Source: an optimization exercise on an open RTL-to-GDS flow (aim: small area and few clock cycles). Production flows keep margins and buffers that such runs may drop.
Only simulation tests tie the RTL to the original design; equivalence was not proved.

===== flow/run.sh =====
#!/bin/bash
# synth_recipe.tcl (not shown) runs the flow's synth.tcl, then flattens the netlist and writes it again
# the make line also repeats each setting of config.mk as NAME=value (left out here)
make -C /OpenROAD-flow-scripts/flow DESIGN_CONFIG=/design/flow/config.mk WORK_HOME=/design/flow/orfs CLKGATE_MAP_FILE= SYNTH_SCRIPT=/design/flow/synth_recipe.tcl finish

===== flow/constraint.sdc =====
create_clock -name core_clock -period 10.0 [get_ports {i_clk}]
set_input_delay 2.0000 -clock core_clock [delete_from_list [all_inputs] [get_ports {i_clk}]]
set_output_delay 2.0000 -clock core_clock [all_outputs]
set_load 0.01 [all_outputs]

===== flow/config.mk =====
export PLATFORM = sky130hd
export DESIGN_NAME = imu_uart_frame_parser
export DESIGN_NICKNAME = imu_uart_frame_parser
export VERILOG_FILES = /design/flow/design.v
export SDC_FILE = /design/flow/constraint.sdc
export NUM_CORES = 4
export LEC_CHECK = 0
export CAP_MARGIN = 20
export CORE_MARGIN = 2
export CORE_UTILIZATION = 40
export SLEW_MARGIN = 20

===== flow/design.v =====
package imuf_pkg;
    localparam logic [7:0] HDR_BYTE   = 8'h55;
    localparam logic [7:0] TYPE_ACC   = 8'h51;
    localparam logic [7:0] TYPE_RATE  = 8'h52;
    localparam logic [7:0] TYPE_ANGLE = 8'h53;
    typedef logic [1:0] t_status;
    localparam t_status ST_ANGLE  = 2'd0;
    localparam t_status ST_RATE   = 2'd1;
    localparam t_status ST_OTHER  = 2'd2;
    localparam t_status ST_BADSUM = 2'd3;
    localparam int POS_BITS  = 4;
    localparam int PAY_BYTES = 6;
    localparam int N_AXES    = 3;
    localparam int CD_SCALE = 18000;
    localparam int CD_SHIFT = 15;
    localparam int PROD_W   = 31;
    localparam int QDEPTH    = 4;
    localparam int QPTR_BITS = $clog2(QDEPTH);
    localparam int QCNT_BITS = $clog2(QDEPTH + 1);
    typedef struct packed {
        logic                     done;
        t_status                  status;
        logic [N_AXES-1:0][15:0]  raw;
    } t_evt;
    localparam int EVT_W = 1 + 2 + N_AXES * 16;
endpackage
module imuf_queue (
    input  logic           i_clk,
    input  logic           i_rst_n,
    input  logic           i_wr,
    input  imuf_pkg::t_evt i_data,
    output logic           o_full,
    input  logic           i_rd,
    output logic           o_empty,
    output imuf_pkg::t_evt o_data
);
    localparam int QCNT_BITS = imuf_pkg::QCNT_BITS;
    localparam int QPTR_BITS = imuf_pkg::QPTR_BITS;
    localparam int EVT_W = imuf_pkg::EVT_W;
    logic [EVT_W-1:0]     r_mem [imuf_pkg::QDEPTH];
    logic [imuf_pkg::QPTR_BITS-1:0] r_wp;
    logic [imuf_pkg::QPTR_BITS-1:0] r_rp;
    logic [imuf_pkg::QCNT_BITS-1:0] r_cnt;
    assign o_full  = (r_cnt == QCNT_BITS'(imuf_pkg::QDEPTH));
    assign o_empty = (r_cnt == '0);
    assign o_data  = r_mem[r_rp];
    always_ff @(posedge i_clk) begin
        if (i_wr) begin
            r_mem[r_wp] <= i_data;
        end
    end
    always_ff @(posedge i_clk) begin
        if (!i_rst_n) begin
            r_wp  <= '0;
            r_rp  <= '0;
            r_cnt <= '0;
        end else begin
            if (i_wr) begin
                r_wp <= r_wp + QPTR_BITS'(1);
            end
            if (i_rd) begin
                r_rp <= r_rp + QPTR_BITS'(1);
            end
            if (i_wr && !i_rd) begin
                r_cnt <= r_cnt + QCNT_BITS'(1);
            end else if (!i_wr && i_rd) begin
                r_cnt <= r_cnt - QCNT_BITS'(1);
            end
        end
    end
endmodule
module imuf_front #(
    parameter int FRAME_BYTES = 11
) (
    input  logic          i_clk,
    input  logic          i_rst_n,
    input  logic          i_push,
    input  logic [7:0]    i_rx_byte,
    input  logic          i_full,
    output logic          o_wr,
    output imuf_pkg::t_evt o_evt
);
    localparam int POS_BITS = imuf_pkg::POS_BITS;
    localparam logic [imuf_pkg::POS_BITS-1:0] LAST_POS = POS_BITS'(FRAME_BYTES - 1);
    logic [imuf_pkg::POS_BITS-1:0] r_pos, n_pos;
    logic [7:0]          r_sum, n_sum;
    logic [7:0]          r_kind, n_kind;
    logic [7:0]          r_pay [imuf_pkg::PAY_BYTES];
    logic                accept;
    logic                good_type;
    assign accept    = i_push && !i_full;
    assign o_wr      = accept;
    assign good_type = (i_rx_byte == imuf_pkg::TYPE_ACC) || (i_rx_byte == imuf_pkg::TYPE_RATE) ||
                       (i_rx_byte == imuf_pkg::TYPE_ANGLE);
    always_comb begin
        for (int a = 0; a < imuf_pkg::N_AXES; a++) begin
            o_evt.raw[a] = {r_pay[2*a+1], r_pay[2*a]};
        end
        n_pos        = r_pos;
        n_sum        = r_sum;
        n_kind       = r_kind;
        o_evt.done   = 1'b0;
        o_evt.status = imuf_pkg::ST_ANGLE;
        if (r_pos == '0) begin
            if (i_rx_byte == imuf_pkg::HDR_BYTE) begin
                n_sum = imuf_pkg::HDR_BYTE;
                n_pos = POS_BITS'(1);
            end
        end else if (r_pos == POS_BITS'(1)) begin
            if (good_type) begin
                n_kind = i_rx_byte;
                n_sum  = r_sum + i_rx_byte;
                n_pos  = POS_BITS'(2);
            end else if (i_rx_byte == imuf_pkg::HDR_BYTE) begin
                n_sum = imuf_pkg::HDR_BYTE;
                n_pos = POS_BITS'(1);
            end else begin
                n_pos = '0;
            end
        end else if (r_pos >= LAST_POS) begin
            o_evt.done = 1'b1;
            n_pos      = '0;
            if (r_sum != i_rx_byte) begin
                o_evt.status = imuf_pkg::ST_BADSUM;
            end else if (r_kind == imuf_pkg::TYPE_RATE) begin
                o_evt.status = imuf_pkg::ST_RATE;
            end else if (r_kind == imuf_pkg::TYPE_ANGLE) begin
                o_evt.status = imuf_pkg::ST_ANGLE;
            end else begin
                o_evt.status = imuf_pkg::ST_OTHER;
            end
        end else begin
            n_sum = r_sum + i_rx_byte;
            n_pos = r_pos + POS_BITS'(1);
        end
    end
    always_ff @(posedge i_clk) begin
        if (!i_rst_n) begin
            r_pos  <= '0;
            r_sum  <= '0;
            r_kind <= '0;
        end else if (accept) begin
            r_pos  <= n_pos;
            r_sum  <= n_sum;
            r_kind <= n_kind;
        end
    end
    always_ff @(posedge i_clk) begin
        for (int k = 0; k < imuf_pkg::PAY_BYTES; k++) begin
            if (accept && (r_pos == POS_BITS'(k + 2)) && (r_pos < LAST_POS)) begin
                r_pay[k] <= i_rx_byte;
            end
        end
    end
endmodule
module imuf_back #(
    parameter int COUNT_BITS = 32
) (
    input  logic                  i_clk,
    input  logic                  i_rst_n,
    input  logic                  i_empty,
    input  imuf_pkg::t_evt        i_evt,
    output logic                  o_rd,
    input  logic                  i_pop,
    output logic                  o_valid,
    output logic                  o_done,
    output imuf_pkg::t_status     o_status,
    output logic [imuf_pkg::N_AXES-1:0][15:0] o_raw,
    output logic [imuf_pkg::N_AXES-1:0][15:0] o_cd,
    output logic [COUNT_BITS-1:0] o_total,
    output logic [COUNT_BITS-1:0] o_fail,
    output logic [COUNT_BITS-1:0] o_rate,
    output logic [COUNT_BITS-1:0] o_angle
);
    localparam int PROD_W   = imuf_pkg::PROD_W;
    localparam int CD_SCALE = imuf_pkg::CD_SCALE;
    localparam int CD_SHIFT = imuf_pkg::CD_SHIFT;
    logic                        r_valid;
    logic                        r_done;
    imuf_pkg::t_status                     r_status;
    logic [imuf_pkg::N_AXES-1:0][15:0]     r_raw;
    logic [imuf_pkg::N_AXES-1:0][15:0]     r_cd;
    logic [COUNT_BITS-1:0]       r_total;
    logic [COUNT_BITS-1:0]       r_fail;
    logic [COUNT_BITS-1:0]       r_rate;
    logic [COUNT_BITS-1:0]       r_angle;
    logic [imuf_pkg::N_AXES-1:0][15:0]     n_cd;
    logic                        latch;
    function automatic logic [15:0] f_centideg(input logic [15:0] raw);
        logic signed [PROD_W-1:0] prod;
        logic signed [PROD_W-1:0] adj;
        prod = PROD_W'($signed(raw)) * PROD_W'(CD_SCALE);
        adj  = prod;
        if (prod[PROD_W-1]) begin
            adj = prod + PROD_W'((1 << CD_SHIFT) - 1);
        end
        f_centideg = adj[CD_SHIFT +: 16];
    endfunction
    assign o_rd  = !i_empty && (!r_valid || i_pop);
    assign latch = i_evt.done && (i_evt.status == imuf_pkg::ST_ANGLE);
    always_comb begin
        for (int a = 0; a < imuf_pkg::N_AXES; a++) begin
            n_cd[a] = f_centideg(i_evt.raw[a]);
        end
    end
    always_ff @(posedge i_clk) begin
        if (!i_rst_n) begin
            r_valid  <= 1'b0;
            r_done   <= 1'b0;
            r_status <= imuf_pkg::ST_ANGLE;
            r_raw    <= '0;
            r_cd     <= '0;
            r_total  <= '0;
            r_fail   <= '0;
            r_rate   <= '0;
            r_angle  <= '0;
        end else if (o_rd) begin
            r_valid  <= 1'b1;
            r_done   <= i_evt.done;
            r_status <= i_evt.status;
            r_total  <= r_total + COUNT_BITS'(1);
            if (i_evt.done && (i_evt.status == imuf_pkg::ST_BADSUM)) begin
                r_fail <= r_fail + COUNT_BITS'(1);
            end
            if (i_evt.done && (i_evt.status == imuf_pkg::ST_RATE)) begin
                r_rate <= r_rate + COUNT_BITS'(1);
            end
            if (latch) begin
                r_angle <= r_angle + COUNT_BITS'(1);
                r_raw   <= i_evt.raw;
                r_cd    <= n_cd;
            end
        end else if (i_pop) begin
            r_valid <= 1'b0;
        end
    end
    assign o_valid  = r_valid;
    assign o_done   = r_done;
    assign o_status = r_status;
    assign o_raw    = r_raw;
    assign o_cd     = r_cd;
    assign o_total  = r_total;
    assign o_fail   = r_fail;
    assign o_rate   = r_rate;
    assign o_angle  = r_angle;
endmodule
module imu_uart_frame_parser #(
    parameter int FRAME_BYTES = 11,
    parameter int COUNT_BITS  = 32
) (
    input  logic        i_clk,
    input  logic        i_rst_n,
    input  logic        push,
    output logic        full,
    input  logic [7:0]  i_rx_byte,
    output logic        empty,
    input  logic        pop,
    output logic        o_frame_done,
    output logic [1:0]  o_frame_status,
    output logic signed [15:0] o_roll_sample,
    output logic signed [15:0] o_pitch_sample,
    output logic signed [15:0] o_yaw_sample,
    output logic signed [15:0] o_roll_centideg,
    output logic signed [15:0] o_pitch_centideg,
    output logic signed [15:0] o_yaw_centideg,
    output logic [31:0] o_total_bytes,
    output logic [31:0] o_checksum_failures,
    output logic [31:0] o_rate_frames,
    output logic [31:0] o_angle_frames
);
    logic                    q_wr;
    logic                    q_rd;
    logic                    q_full;
    logic                    q_empty;
    imuf_pkg::t_evt                    q_in;
    imuf_pkg::t_evt                    q_out;
    logic                    res_valid;
    logic                    res_done;
    imuf_pkg::t_status                 res_status;
    logic [imuf_pkg::N_AXES-1:0][15:0] res_raw;
    logic [imuf_pkg::N_AXES-1:0][15:0] res_cd;
    logic [COUNT_BITS-1:0]   cnt_total;
    logic [COUNT_BITS-1:0]   cnt_fail;
    logic [COUNT_BITS-1:0]   cnt_rate;
    logic [COUNT_BITS-1:0]   cnt_angle;
    imuf_front #(
        .FRAME_BYTES (FRAME_BYTES)
    ) u_front (
        .i_clk     (i_clk),
        .i_rst_n   (i_rst_n),
        .i_push    (push),
        .i_rx_byte (i_rx_byte),
        .i_full    (q_full),
        .o_wr      (q_wr),
        .o_evt     (q_in)
    );
    imuf_queue u_queue (
        .i_clk   (i_clk),
        .i_rst_n (i_rst_n),
        .i_wr    (q_wr),
        .i_data  (q_in),
        .o_full  (q_full),
        .i_rd    (q_rd),
        .o_empty (q_empty),
        .o_data  (q_out)
    );
    imuf_back #(
        .COUNT_BITS (COUNT_BITS)
    ) u_back (
        .i_clk    (i_clk),
        .i_rst_n  (i_rst_n),
        .i_empty  (q_empty),
        .i_evt    (q_out),
        .o_rd     (q_rd),
        .i_pop    (pop),
        .o_valid  (res_valid),
        .o_done   (res_done),
        .o_status (res_status),
        .o_raw    (res_raw),
        .o_cd     (res_cd),
        .o_total  (cnt_total),
        .o_fail   (cnt_fail),
        .o_rate   (cnt_rate),
        .o_angle  (cnt_angle)
    );
    assign full                = q_full;
    assign empty               = !res_valid;
    assign o_frame_done        = res_done;
    assign o_frame_status      = res_status;
    assign o_roll_sample       = res_raw[0];
    assign o_pitch_sample      = res_raw[1];
    assign o_yaw_sample        = res_raw[2];
    assign o_roll_centideg     = res_cd[0];
    assign o_pitch_centideg    = res_cd[1];
    assign o_yaw_centideg      = res_cd[2];
    assign o_total_bytes       = 32'(cnt_total);
    assign o_checksum_failures = 32'(cnt_fail);
    assign o_rate_frames       = 32'(cnt_rate);
    assign o_angle_frames      = 32'(cnt_angle);
endmodule

==> flow_metrics.env <==
export IMPL_status="complete, no violations"
export IMPL_synth_area_mm2=0.0301
export IMPL_hold_buffers=0
export IMPL_final_cell_mix="ha_1, inv_1, dfxtp_1"
export IMPL_finalNetCount=3458
export IMPL_relSlewSlack_pct=24.5
export IMPL_htreeDepth=2
export IMPL_place_congestion=0.866
export IMPL_async_flop_share_pct=0
export IMPL_grt_pass1_wl_um=119000
export IMPL_ys_flop_type="dfxtp_1"
export IMPL_fin_tns_setup_ns=0
export IMPL_fp_coreArea_mm2=0.0746
export IMPL_clk_latency_ns=0.65
export IMPL_cp_start_kind="flop"
export IMPL_drv_slew=0
export IMPL_hpwl_um=54600
export IMPL_drtAntennaViolNets=0
export IMPL_cts_path_max_buffers=3
export IMPL_root_buffer="clkbuf_16"
export IMPL_track_usage_pct=19.2
export IMPL_setup_violations=0
export IMPL_hold_path_startpoint="u_front.r_kind[6]$_SDFFE_PN0P_"
export IMPL_ys_types=88
export IMPL_worstReg2RegEnd="u_back.r_cd[23]$_SDFFE_PN0P_"
export IMPL_max_freq_mhz=143
export IMPL_clkTransAtPathRegs_ns=0.06
export IMPL_synth_edf_count=252
export IMPL_antenna_found_initial=1
export IMPL_maxCapViolations=0
export IMPL_cts_sinks=509
export IMPL_cp_max_fo=41
export IMPL_hold_ws_ns=0.449
export IMPL_grt_pass1_vias=21697
export IMPL_final_common_cell="ha_1"
export IMPL_hold_depth=2
export IMPL_finalClockSkew_ns=0.0554
export IMPL_drt_wl_total_um=75200
export IMPL_synthCells=2849
export IMPL_cts_tree="yes"
export IMPL_cts_resized=0
export IMPL_synth_nets=3243
export IMPL_grt_overflow_total=0
export IMPL_vias=21457
export IMPL_yosys_register_bits=509
export IMPL_initial_core_util_pct=40.4
export IMPL_drtIter0Drc=1358
export IMPL_hold_path_class="flop to flop"
export IMPL_required_ns=10.45
export IMPL_worstMarginPinSlew_ns=1.12
export IMPL_drive_gt1_share_pct=6.81
export IMPL_r2r_slack_ns=3.01
export IMPL_route_detailed_drc=0
export IMPL_hold_end="u_front.r_kind[6]$_SDFFE_PN0P_"
export IMPL_ys_seq_area_share_pct=42.2
export IMPL_timing_final_hold_violations=0
export IMPL_areaGrowthSynthToFinish_pct=18.0
export IMPL_core_rowCount=100
export IMPL_period_share_pct=69.9
export IMPL_pin_count=241
export IMPL_nFillCells=6839
export IMPL_fin_crit_ns=6.99
export IMPL_vias_per_cell=5.26
export IMPL_multi_input_area_mm2=0.0161
export IMPL_die_w_um=278
export IMPL_wl_per_cell_um=18.4
export IMPL_grt_max_degree=77
export IMPL_fp_dieH_um=278
export IMPL_port_buffers=240
export IMPL_cts_buffers=56
export IMPL_postCtsSetupRepairBufs=0
export IMPL_yosys_warnings=4
export IMPL_dieArea_mm2=0.0775
export IMPL_reg2reg_depth=20
export IMPL_crit_path_end_kind="flop"
export IMPL_crit_arrival_ns=7.45
export IMPL_rsz0062_at_grt="false"
export IMPL_regArea_mm2=0.0127
export IMPL_syn_avg_cell_area_um2=10.6
export IMPL_critical_path_class="flop to flop"
export IMPL_dr_pass1_iters=7
==> kinds of logic after synthesis <==
group	count (synthesis)	share of synthesized area, %
buf+inv	357	4.53
xor+xnor	232	6.74
simple gates	822	13.2
flops	509	42.2
compound gates	450	9.42
fa+ha+maj	382	18.6
mux	97	5.32
==> per-layer routing <==
metal	part of all wire, %	GRT usage [%]
met4	2.1	4.56
met5	0	0
met3	4.4	3.15
met1	47	26.0
met2	47	32.2
==> final cells by class <==
cell class	instances	area share, %
timing repair buffer	250	6.95
antenna	1	0.00704
clock buffer	73	4.37
multi-input combinational	1983	45.2
inverter	264	2.80
clock inverter	33	1.48
sequential	509	35.8
tap	969	3.41
==> critical path: stages (launching register included) <==
cell and delay [ns]:
dfxtp_2 0.56, buf_4 0.61, mux4_2 0.52, ha_1 0.33, inv_1 0.06, fa_1 0.52, inv_1 0.06, fa_1 0.52
inv_1 0.05, fa_1 0.53, inv_1 0.04, ha_1 0.41, a21oi_1 0.27, o21ai_0 0.20, or3_1 0.40, o21ai_0 0.31
xnor2_1 0.23, nand4bb_1 0.39, nor4b_1 0.49, xnor2_1 0.18, a21oi_1 0.08
==> synthesized netlist by cell type, drive strengths merged (79+ instances only) <==
master / n / area share [%]
xor2: 117 / 3.4
xnor2: 115 / 3.3
ha: 272 / 11
clkbuf: 79 / 0.98
edfxtp: 252 / 25
a21oi: 171 / 2.9
o21ai: 96 / 1.6
dfxtp: 257 / 17
nand3: 80 / 1.3
nor2: 220 / 2.7
fa: 110 / 7.3
nand2: 240 / 3.0
inv: 264 / 3.3
==> metrics by stage <==
step	cells	util [%]	area (µm²)	setup WS (ns)
after detailed placement	3975	44.9	33500	2.98
after floorplan	2849	-	30100	3.12
after global routing	4081	47.7	35600	2.45
after CTS	4081	47.7	35600	2.95
after global placement	3975	44.9	33500	3.00
final	4082	47.7	35600	3.01
==> flip-flops by register name (all words and copies together), names as in the netlist, 3 cells and up, named ones only <==
signal          flops
u_back.r_rate      32
u_back.r_total     32
u_front.r_pos       4
u_front.r_kind      8
u_back.r_cd        48
u_back.r_angle     32
u_front.r_pay      48
u_queue.r_cnt       3
u_back.r_fail      32
u_back.r_raw       48
u_front.r_sum       8
u_queue.r_mem     204
==> worst max-delay path by stage <==
stage / start / to / slack, ns / cells past startpoint
global route: flop / u_back.r_cd[46]$_SDFFE_PN0P_ / 2.45 / 20
finish: flop / u_back.r_cd[23]$_SDFFE_PN0P_ / 3.01 / 20
floorplan: flop / u_back.r_cd[7]$_SDFFE_PN0P_ / 3.12 / 24
detailed placement: flop / u_back.r_cd[23]$_SDFFE_PN0P_ / 2.98 / 20
CTS: flop / u_back.r_cd[31]$_SDFFE_PN0P_ / 2.95 / 18
global placement: flop / u_back.r_cd[31]$_SDFFE_PN0P_ / 3.00 / 18
Testbench counts, summed over its fixed seeds: cycles 54,882.

-- separate check: timing with driven ports --
No port has a modelled driver above. Below, the same layout with a new extraction and two added sets of constraints. Step 1, drivers: a clkbuf_16 drives i_clk and a buf_2 each remaining input, both assumed. Step 2 adds t to the input delays and takes it off the output delays; t is the mean of the earliest and latest rising clock arrival at the registers after step 1. Input paths then give back, and output paths get back, about the clock's delay inside the block. Slacks: ideal ports / drivers / drivers and shift; pairs: ideal ports / drivers.
t (ns): 0.684
slack for setup (ns): 3.009 / 3.009 / 3.009
worst setup path at the end: register to register
After both steps setup and hold are still met in this run. For this run, drivers alone change the setup slack by 0.000 ns; drivers and shift together by 0.000 ns.
